Background: an optimization exercise with open tools, aiming at small area, a short achievable clock period and few clock cycles per item. Do not read the settings as production practice. RTL that was checked went through simulation tests only; none was proved equivalent to the original. No activity file was given, so power comes from the tool's default toggle rates.

## before
==> flow/design.v <==
package saw_pkg;
  localparam logic [1:0] MODE_RX   = 2'd0;
  localparam logic [1:0] MODE_ENQ  = 2'd1;
  localparam logic [1:0] MODE_TICK = 2'd2;
  localparam logic [1:0] SEND_NONE = 2'd0;
  localparam logic [1:0] SEND_ATOM = 2'd1;
  localparam logic [1:0] SEND_INIT = 2'd2;
  localparam logic CFG_INIT_CHAR  = 1'b0;
  localparam logic CFG_ERROR_CHAR = 1'b1;
  localparam int WORD_W  = 64;
  localparam int COUNT_W = 9;
  localparam logic [2:0] OP_NOP     = 3'd0;
  localparam logic [2:0] OP_RX_INIT = 3'd1;
  localparam logic [2:0] OP_RX_DATA = 3'd2;
  localparam logic [2:0] OP_ENQ     = 3'd3;
  localparam logic [2:0] OP_TICK    = 3'd4;
  typedef logic [2:0] op_kind_t;
  typedef struct packed {
    op_kind_t          kind;
    logic [7:0]        rx_byte;
    logic [WORD_W-1:0] message;
  } op_t;
  typedef struct packed {
    logic [1:0]         send_kind;
    logic [WORD_W-1:0]  atom;
    logic               acked;
    logic               enqueue_accepted;
    logic [COUNT_W-1:0] queue_count;
    logic               link_ready;
  } res_t;
endpackage
module stop_and_wait_echo_ack_sender_core #(
  parameter int MSG_BYTES   = 8,
  parameter int QUEUE_DEPTH = 8
) (
  input  logic        clk,
  input  logic        rst,
  input  logic        in_valid,
  output logic        in_stall,
  input  logic [1:0]  mode,
  input  logic [7:0]  rx_byte,
  input  logic [63:0] message,
  output logic        out_valid,
  input  logic        out_stall,
  output logic [1:0]  send_kind,
  output logic [63:0] atom,
  output logic        acked,
  output logic        enqueue_accepted,
  output logic [8:0]  queue_count,
  output logic        link_ready,
  input  logic        cfg_write,
  input  logic        cfg_index,
  input  logic [7:0]  cfg_data
);
  logic [7:0] init_char;
  logic [7:0] error_char;
  always_ff @(posedge clk) begin
    if (rst) begin
      init_char  <= 8'd0;
      error_char <= 8'd0;
    end else if (cfg_write) begin
      if (cfg_index) error_char <= cfg_data;
      else           init_char  <= cfg_data;
    end
  end
  logic [63:0] q [8];        
  logic [8:0]  fill_oh;      
  logic        pend;         
  logic        link_up;
  logic        ack_ok;       
  logic        have_lead;    
  logic [2:0]  idx;          
  logic [7:0]  lead;         
  logic        mm;           
  logic        mme;          
  logic        a_v;
  logic [1:0]  a_kind;
  logic        a_acked;
  logic        a_enq;
  logic        a_h0;         
  logic        a_h1;         
  logic [1:0]  o_kind;
  logic [63:0] o_atom;
  logic        o_acked;
  logic        o_enq;
  logic [3:0]  o_count;
  logic        o_link;
  logic go, b_adv;
  assign in_stall = out_stall;
  assign go       = in_valid & ~out_stall;
  assign b_adv    = ~(out_valid & out_stall);
  logic is_rx, is_init, rx_init, rx_data, is_enq, is_tick, enq_ok;
  assign is_rx   = (mode == 2'd0);
  assign is_init = (rx_byte == init_char);
  assign rx_init = is_rx & is_init;
  assign rx_data = is_rx & ~is_init & link_up;
  assign is_enq  = (mode == 2'd1);
  assign is_tick = (mode == 2'd2);
  assign enq_ok  = is_enq & ~fill_oh[8];
  logic nonempty, last, byte_ne, match, fin, send, deq;
  logic [7:0] hbyte;
  assign nonempty  = ~fill_oh[0];
  assign last      = have_lead & (idx == 3'd7);
  assign hbyte     = q[0][8*idx +: 8];
  assign byte_ne   = (rx_byte != hbyte);
  assign match     = nonempty & (lead != error_char) & ~mm & ~mme & (rx_byte == q[0][63:56]);
  assign fin       = rx_data & last;
  assign send      = fin ? (match ? ~(fill_oh[0] | fill_oh[1]) : nonempty)
                         : (is_tick & link_up & ack_ok & nonempty);
  assign deq       = go & fin & match;
  logic       pend_next;
  logic [8:0] fill_next;
  logic [7:0] ld;
  logic [6:0] shf;
  logic [7:0] hold;
  logic [6:0] st;            
  assign pend_next = deq;
  assign fill_next = deq ? (fill_oh >> 1) : (go & enq_ok) ? (fill_oh << 1) : fill_oh;
  logic [7:0] free_next;     
  for (genvar i = 0; i < 7; i++) begin : g_free
    assign free_next[i] = |fill_next[i:0];
  end
  assign free_next[7] = |fill_next[7:1];    
  always_ff @(posedge clk) begin
    if (rst) begin
      ld   <= 8'h7f;
      shf  <= 7'h00;
      hold <= 8'h80;
    end else begin
      ld   <= free_next;
      shf  <= ~free_next[6:0] & {7{pend_next}};
      hold <= ~free_next & {1'b1, {7{~pend_next}}};
    end
  end
  for (genvar k = 0; k < 7; k++) begin : g_st
    assign st[k] = fill_oh[0] & (idx == 3'(k));
  end
  logic [6:0] lane_ne;
  logic       mm_enq;
  for (genvar k = 0; k < 7; k++) begin : g_lane
    assign lane_ne[k] = (message[8*k +: 8] != q[7][8*k +: 8]) & (3'(k) < idx);
  end
  assign mm_enq = |lane_ne;
  for (genvar i = 0; i < 7; i++) begin : g_q
    always_ff @(posedge clk) begin
      q[i] <= ({64{shf[i]}} & q[i+1]) | ({64{ld[i]}} & message) | ({64{hold[i]}} & q[i]);
    end
  end
  for (genvar k = 0; k < 8; k++) begin : g_q7
    if (k < 7) begin : g_st_lane
      always_ff @(posedge clk) begin
        q[7][8*k +: 8] <= ({8{ld[7]}} & message[8*k +: 8]) | ({8{st[k]}} & rx_byte)
                        | ({8{hold[7] & ~st[k]}} & q[7][8*k +: 8]);
      end
    end else begin : g_plain_lane
      always_ff @(posedge clk) begin
        q[7][8*k +: 8] <= ({8{ld[7]}} & message[8*k +: 8]) | ({8{hold[7]}} & q[7][8*k +: 8]);
      end
    end
  end
  always_ff @(posedge clk) begin
    if (go & rx_data & ~have_lead) begin
      lead <= rx_byte;
    end
    if (go & rx_data) begin
      if (~have_lead) mm <= 1'b0;
      else            mm <= mm | (nonempty & byte_ne);
    end
    if (go & rx_data & ~have_lead) begin
      mme <= 1'b0;
    end else if (go & is_enq & fill_oh[0]) begin
      mme <= mm_enq;
    end
  end
  always_ff @(posedge clk) begin
    if (rst) begin
      fill_oh   <= 9'd1;
      pend      <= 1'b0;
      link_up   <= 1'b0;
      ack_ok    <= 1'b0;
      have_lead <= 1'b0;
      idx       <= 3'd0;
    end else begin
      pend    <= pend_next;
      fill_oh <= fill_next;
      if (go & rx_init) begin
        link_up <= 1'b1;
        if (~link_up) ack_ok <= 1'b1;
      end else if (go & fin) begin
        if (send)        ack_ok <= 1'b0;
        else if (match)  ack_ok <= 1'b1;
      end else if (go & send) begin
        ack_ok <= 1'b0;
      end
      if (go & rx_data) begin
        have_lead <= ~last;
        if (have_lead) idx <= idx + 3'd1;
      end
    end
  end
  logic a_show;
  assign a_show = go ? send : (a_h0 | a_h1);
  always_ff @(posedge clk) begin
    if (rst) begin
      a_v <= 1'b0;
    end else if (go) begin
      a_v <= 1'b1;
    end else if (b_adv) begin
      a_v <= 1'b0;
    end
    if (go) begin
      a_kind  <= rx_init ? 2'd2 : send ? 2'd1 : 2'd0;
      a_acked <= fin & match;
      a_enq   <= enq_ok;
    end
    a_h0 <= a_show & ~pend_next;
    a_h1 <= a_show & pend_next;
  end
  logic [3:0] count;
  assign count = {fill_oh[8],
                  fill_oh[7] | fill_oh[6] | fill_oh[5] | fill_oh[4],
                  fill_oh[7] | fill_oh[6] | fill_oh[3] | fill_oh[2],
                  fill_oh[7] | fill_oh[5] | fill_oh[3] | fill_oh[1]};
  always_ff @(posedge clk) begin
    if (rst) begin
      out_valid <= 1'b0;
    end else if (b_adv) begin
      out_valid <= a_v;
    end
    if (b_adv) begin
      o_kind  <= a_kind;
      o_acked <= a_acked;
      o_enq   <= a_enq;
      o_count <= count;
      o_link  <= link_up;
    end
    o_atom <= ({64{b_adv & a_h0}} & q[0]) | ({64{b_adv & a_h1}} & q[1])
            | ({64{~b_adv}} & o_atom);
  end
  assign send_kind        = o_kind;
  assign atom             = o_atom;
  assign acked            = o_acked;
  assign enqueue_accepted = o_enq;
  assign queue_count      = {5'd0, o_count};
  assign link_ready       = o_link;
endmodule
Settings: LEC_CHECK=0, CAP_MARGIN=20, CORE_MARGIN=2, CORE_UTILIZATION=50, CTS_CLUSTER_DIAMETER=100, CTS_CLUSTER_SIZE=26, SETUP_SLACK_MARGIN=2.8, SLEW_MARGIN=50; clock period 5.0 ns.
standard.sh (not shown) runs the stock make flow with config.mk's settings and CLKGATE_MAP_FILE= SYNTH_SCRIPT=/design/flow/synth_recipe.tcl, a recipe that flattens the netlist after the stock synthesis.
==> flow/flow/run.sh <==
#!/bin/bash
# Standard layout, except that the delay cells (clkdlybuf4s*, dlygate*, dlymetal*)
# are don't-use after synthesis, so port buffers, repair and hold fixing use
# plain buffers. Synthesis is the standard one, unchanged.
set -euo pipefail
cd "$(dirname "$0")/.."
bash standard.sh synth > synth.log 2>&1
DU=$(make -s -C "$FLOW_HOME" DESIGN_CONFIG="$PWD/config.mk" WORK_HOME="$PWD/orfs" print-DONT_USE_CELLS 2>/dev/null | sed -n 's/^DONT_USE_CELLS: //p')
EXTRA=""
for c in clkdlybuf4s15_1 clkdlybuf4s15_2 clkdlybuf4s18_1 clkdlybuf4s18_2 clkdlybuf4s25_1 clkdlybuf4s25_2 \
         clkdlybuf4s50_1 clkdlybuf4s50_2 dlygate4sd1_1 dlygate4sd2_1 dlygate4sd3_1 \
         dlymetal6s2s_1 dlymetal6s4s_1 dlymetal6s6s_1; do
  EXTRA="$EXTRA sky130_fd_sc_hd__$c"
done
bash standard.sh "DONT_USE_CELLS=$DU$EXTRA" finish > layout.log 2>&1
Testbench counts of before, summed over its fixed seeds: cycles 5,819, items 5,795.
What after does differently from before at the input level:
--- a/flow/design.v
+++ b/flow/design.v
@@ -156,23 +156,20 @@
       always_ff @(posedge clk) begin
         q[7][8*k +: 8] <= ({8{ld[7]}} & message[8*k +: 8]) | ({8{hold[7]}} & q[7][8*k +: 8]);
       end
     end
   end
-  always_ff @(posedge clk) begin
-    if (go & rx_data & ~have_lead) begin
+  logic lead_go, body_go, enq0_go;
+  assign lead_go = go & rx_data & ~have_lead;
+  assign body_go = go & rx_data & have_lead;
+  assign enq0_go = go & is_enq & fill_oh[0];
+  always_ff @(posedge clk) begin
+    if (lead_go) begin
       lead <= rx_byte;
     end
-    if (go & rx_data) begin
-      if (~have_lead) mm <= 1'b0;
-      else            mm <= mm | (nonempty & byte_ne);
-    end
-    if (go & rx_data & ~have_lead) begin
-      mme <= 1'b0;
-    end else if (go & is_enq & fill_oh[0]) begin
-      mme <= mm_enq;
-    end
+    mm  <= (mm & ~lead_go) | (body_go & nonempty & byte_ne);
+    mme <= (mme & ~lead_go & ~enq0_go) | (enq0_go & mm_enq);
   end
   always_ff @(posedge clk) begin
     if (rst) begin
       fill_oh   <= 9'd1;
       pend      <= 1'b0;
Notes after the runs:
Looking at combinational group share of total power, after sits above before. before and after ended up with nearly the same total standard cell area after synthesis. Of after and before, it is after that has the higher cell-internal power. Row global-route wire length before repair: after higher / before lower. On synthesized cell count: after sits below before. Routed length on met1 grows by a few percent when moving from before to after. Taking before as the reference point, the worst-case register-to-register setup slack of after falls by 0.07 ns. after vs before: largest incremental delay on the critical path up. Delta (after minus before): post-synthesis to final-layout area growth shows an increase of 1.2 points, via density per instance moved up.
No functional check of the RTL was part of after.

[afterwards: timing with drivers on the ports]
No port has a modelled driver above. Below, the same layouts with a new extraction and two added sets of constraints. Step 1 (the two cells are an assumption about what drives the block):
set clk [get_ports {clk}]
set_driving_cell -lib_cell sky130_fd_sc_hd__clkbuf_16 $clk
set_driving_cell -lib_cell sky130_fd_sc_hd__buf_2 [delete_from_list [all_inputs] $clk]
Step 2 adds t to the input delays and takes it off the output delays; t is the mean of the earliest and latest rising clock arrival at the registers after step 1. Input paths then give back, and output paths get back, about the clock's delay inside the block. Slacks: ideal / step 1 / step 2; pairs: ideal / step 1.
run	t (ns)	setup WS [ns]	worst setup path after step 2	cell pins on the clock port's net
before	0.666	2.788 / 2.747 / 2.117	input to register	1
after	0.675	2.736 / 2.745 / 2.073	input to register	1
After both steps setup and hold are still met in every run listed. For before, which loses most, drivers alone change the setup slack by -0.041 ns; drivers and shift together by -0.671 ns.
